From an optimization exercise on the open Yosys and OpenROAD flow, aimed at small area; shortcuts taken in it are not production practice. Only simulation tests tie the RTL to the original design; equivalence was not proved.

Setup of before:
==> module dcache_top, before the edit <==
module dcache_top (
    input  logic        CLK,
    input  logic        nRST,
    input  logic        halt_i,
    input  logic        dp_ren_i,
    input  logic        dp_wen_i,
    input  logic [31:0] dp_addr_i,
    input  logic [31:0] dp_store_i,
    output logic        dp_hit_o,
    output logic [31:0] dp_load_o,
    output logic        dp_flushed_o,
    output logic        mem_ren_o,
    output logic        mem_wen_o,
    output logic [31:0] mem_addr_o,
    output logic [31:0] mem_store_o,
    input  logic        mem_dwait_i,
    input  logic [31:0] mem_load_i
);
    localparam logic [2:0] S_LOOK = 3'd0;   
    localparam logic [2:0] S_CHK  = 3'd1;   
    localparam logic [2:0] S_WBX  = 3'd2;   
    localparam logic [2:0] S_TW   = 3'd3;   
    localparam logic [2:0] S_FX   = 3'd4;   
    localparam logic [2:0] S_FWR  = 3'd5;   
    localparam logic [2:0] S_DONE = 3'd6;   
    logic [32*32-1:0] dring;
    logic [16*26-1:0] tring;
    logic [15:0]      xring;   
    logic [7:0]       mring;   
    logic [7:0]       fring;   
    logic [4:0]  pos;
    logic        sweep;    
    logic [2:0]  st;
    logic        fl;       
    logic        wd;       
    logic [3:0]  frm;      
    logic        p1;       
    logic [31:0] buf_q;    
    logic [25:0] tag_q;    
    logic [31:0] dh;
    logic [25:0] th;
    logic        vh, xh, mh, fh;
    logic        req, pt_req, match, hit, pt_frm, pt_tag, last;
    logic        cap, cap_tag, swap, ld, hold, ws, fw, keep, fill_v;
    assign dh = dring[31:0];
    assign th = tring[25:0];
    assign xh = xring[0];
    assign mh = mring[0];
    assign fh = fring[0];
    assign vh = fh || (pos[3] && mh);
    assign req    = (dp_ren_i || dp_wen_i) && !sweep;
    assign pt_req = (pos[4] == dp_addr_i[2]) && (pos[2:0] == dp_addr_i[5:3]);
    assign match  = vh && (th == dp_addr_i[31:6]);
    assign hit    = (st == S_LOOK) && req && pt_req && match;
    assign pt_tag = (pos[3:0] == frm);
    assign pt_frm = (pos[4] == wd) && pt_tag;
    assign last   = (frm == 4'd15);
    assign cap     = (st == S_CHK) && pt_frm;             
    assign cap_tag = (cap && !wd) || ((st == S_TW) && pt_tag);
    assign swap    = cap && !wd && !fl;                   
    assign ld      = (st == S_FX) && !mem_dwait_i;        
    assign hold    = !(cap || ld);
    assign ws      = hit && dp_wen_i;                     
    assign fw      = (st == S_FWR) && pt_frm;             
    assign keep    = !(ws || fw);
    assign fill_v  = fw && wd;
    always_ff @(posedge CLK) begin
        dring <= {((dh & {32{keep}}) | (dp_store_i & {32{ws}}) | (buf_q & {32{fw}})),
                  dring[32*32-1:32]};
        tring <= {((th & {26{!swap}}) | (dp_addr_i[31:6] & {26{swap}})), tring[16*26-1:26]};
        xring <= {(!fill_v && (ws || xh)), xring[15:1]};
        mring <= {((hit || fill_v) ? pos[3] : (mh && !sweep)), mring[7:1]};
        fring <= {((fill_v && !pos[3]) || (fh && !sweep)), fring[7:1]};
        buf_q <= (mem_load_i & {32{ld}}) | (dh & {32{cap}}) | (buf_q & {32{hold}});
    end
    always_ff @(posedge CLK) begin
        if (cap_tag) begin
            tag_q <= th;
        end
    end
    always_ff @(posedge CLK, negedge nRST) begin
        if (!nRST) begin
            pos   <= '0;
            sweep <= 1'b1;
            st    <= S_LOOK;
            fl    <= 1'b0;
            wd    <= 1'b0;
            frm   <= '0;
            p1    <= 1'b0;
        end else begin
            pos <= pos + 5'd1;
            if (pos == 5'd15) sweep <= 1'b0;
            case (st)
                S_LOOK: begin
                    if (!sweep) begin
                        if (halt_i) begin
                            st  <= S_CHK;
                            fl  <= 1'b1;
                            frm <= '0;
                            wd  <= 1'b0;
                        end else if (req && pt_req) begin
                            if (match) begin
                                p1 <= 1'b0;
                            end else if (p1) begin
                                p1  <= 1'b0;
                                frm <= {!mh, dp_addr_i[5:3]};
                                wd  <= 1'b0;
                                st  <= S_CHK;
                            end else begin
                                p1 <= 1'b1;
                            end
                        end else if (!req) begin
                            p1 <= 1'b0;
                        end
                    end
                end
                S_CHK: begin
                    if (pt_frm) begin
                        if (wd || (vh && xh)) begin
                            st <= S_WBX;
                        end else if (fl) begin
                            if (last) st <= S_DONE;
                            else      frm <= frm + 4'd1;
                        end else begin
                            st <= S_TW;
                        end
                    end
                end
                S_WBX: begin
                    if (!mem_dwait_i) begin
                        if (!wd) begin
                            wd <= 1'b1;
                            st <= S_CHK;
                        end else begin
                            wd <= 1'b0;
                            if (fl) begin
                                if (last) begin
                                    st <= S_DONE;
                                end else begin
                                    frm <= frm + 4'd1;
                                    st  <= S_CHK;
                                end
                            end else begin
                                st <= S_TW;
                            end
                        end
                    end
                end
                S_TW: begin
                    if (pt_tag) st <= S_FX;
                end
                S_FX: begin
                    if (!mem_dwait_i) st <= S_FWR;
                end
                S_FWR: begin
                    if (pt_frm) begin
                        if (wd) begin
                            wd <= 1'b0;
                            st <= S_LOOK;
                        end else begin
                            wd <= 1'b1;
                            st <= S_FX;
                        end
                    end
                end
                default: begin
                end
            endcase
        end
    end
    assign dp_hit_o     = hit;
    assign dp_load_o    = dh;
    assign dp_flushed_o = (st == S_DONE);
    assign mem_wen_o    = (st == S_WBX);
    assign mem_ren_o    = (st == S_FX);
    assign mem_addr_o   = {tag_q, frm[2:0], wd, 2'b00};
    assign mem_store_o  = buf_q;
endmodule
Settings: LEC_CHECK=0, ABC_AREA=1, CAP_MARGIN=0, CORE_MARGIN=2, CORE_UTILIZATION=60, CTS_BUF_LIST=sky130_fd_sc_hd__clkbuf_8, CTS_CLUSTER_DIAMETER=50, CTS_CLUSTER_SIZE=16, PLACE_DENSITY=0.75, SETUP_SLACK_MARGIN=0.4, SLEW_MARGIN=0; clock period 7.0 ns.
standard.sh (not shown) runs the stock make flow with config.mk's settings and CLKGATE_MAP_FILE= SYNTH_SCRIPT=/design/flow/synth_recipe.tcl, a recipe that flattens the netlist after the stock synthesis.
==> flow/flow/run.sh <==
#!/bin/bash
# Standard layout with two changes:
#  - the port buffers are the smallest buffer (buf_1) rather than the cell buffer_ports picks
#    on its own; repair_design still resizes them where timing needs it;
#  - clock tree synthesis adds no dummy loads (the clock tree is balanced by its buffers only).
set -euo pipefail
export BUFFER_PORTS_ARGS="-buffer_cell sky130_fd_sc_hd__buf_1"
export CTS_ARGS="-sink_clustering_enable -repair_clock_nets -dont_use_dummy_load -sink_clustering_size 10 -sink_clustering_max_diameter 30 -buf_list sky130_fd_sc_hd__clkbuf_4"
bash standard.sh > standard_make.log 2>&1
## Diff of input files: after against before
--- a/flow/design.v
+++ b/flow/design.v
@@ -26,9 +26,9 @@
     localparam logic [2:0] S_DONE = 3'd6;   
     logic [32*32-1:0] dring;
     logic [16*26-1:0] tring;
+    logic [15:0]      vring;
     logic [15:0]      xring;   
     logic [7:0]       mring;   
-    logic [7:0]       fring;   
     logic [4:0]  pos;
     logic        sweep;    
     logic [2:0]  st;
@@ -40,15 +40,14 @@
     logic [25:0] tag_q;    
     logic [31:0] dh;
     logic [25:0] th;
-    logic        vh, xh, mh, fh;
+    logic        vh, xh, mh;
     logic        req, pt_req, match, hit, pt_frm, pt_tag, last;
     logic        cap, cap_tag, swap, ld, hold, ws, fw, keep, fill_v;
     assign dh = dring[31:0];
     assign th = tring[25:0];
+    assign vh = vring[0];
     assign xh = xring[0];
     assign mh = mring[0];
-    assign fh = fring[0];
-    assign vh = fh || (pos[3] && mh);
     assign req    = (dp_ren_i || dp_wen_i) && !sweep;
     assign pt_req = (pos[4] == dp_addr_i[2]) && (pos[2:0] == dp_addr_i[5:3]);
     assign match  = vh && (th == dp_addr_i[31:6]);
@@ -69,9 +68,9 @@
         dring <= {((dh & {32{keep}}) | (dp_store_i & {32{ws}}) | (buf_q & {32{fw}})),
                   dring[32*32-1:32]};
         tring <= {((th & {26{!swap}}) | (dp_addr_i[31:6] & {26{swap}})), tring[16*26-1:26]};
+        vring <= {(fill_v || (vh && !sweep)), vring[15:1]};
         xring <= {(!fill_v && (ws || xh)), xring[15:1]};
-        mring <= {((hit || fill_v) ? pos[3] : (mh && !sweep)), mring[7:1]};
-        fring <= {((fill_v && !pos[3]) || (fh && !sweep)), fring[7:1]};
+        mring <= {(hit ? pos[3] : (mh && !sweep)), mring[7:1]};
         buf_q <= (mem_load_i & {32{ld}}) | (dh & {32{cap}}) | (buf_q & {32{hold}});
     end
     always_ff @(posedge CLK) begin
==> run notes <==
before has a higher peak clock frequency supported by timing than after. Re wire length: after and before aren't equal, and the higher value belongs to after. [after] number of diodes added for antenna fixing fell 1 relative to before. Initial standard-cell utilization of the core across after and before: no real change. Between after and before, the number of non-filler instances in the completed layout does not differ in any meaningful way. Row routed length per placed instance: after higher / before lower. Side by side, multi-input logic portion of the cell area turned out lower in after than in before.

[port drivers added, routing unchanged]
In the flow no input, the clock included, has a driving cell. The finished layouts below were timed again as built, in two steps. Step 1 (the two cells are an assumption about what drives the block):
set clk [get_ports {CLK}]
set_driving_cell -lib_cell sky130_fd_sc_hd__clkbuf_16 $clk
set_driving_cell -lib_cell sky130_fd_sc_hd__buf_2 [delete_from_list [all_inputs] $clk]
Step 2 adds t to the input delays and takes it off the output delays; t is the mean of the earliest and latest rising clock arrival at the registers after step 1. Input paths then give back, and output paths get back, about the clock's delay inside the block. a / b / c = ideal / step 1 / step 2; a / b = the first two.
run	t, ns	slack for setup (ns)	hold WS [ns]
before	0.999	2.204 / 2.112 / 2.112	0.257 / 0.257 / 0.257
after	1.009	2.139 / 2.116 / 2.116	0.230 / 0.230 / 0.230
After both steps setup and hold are still met in every run listed. For before, which loses most, drivers alone change the setup slack by -0.092 ns; drivers and shift together by -0.092 ns.
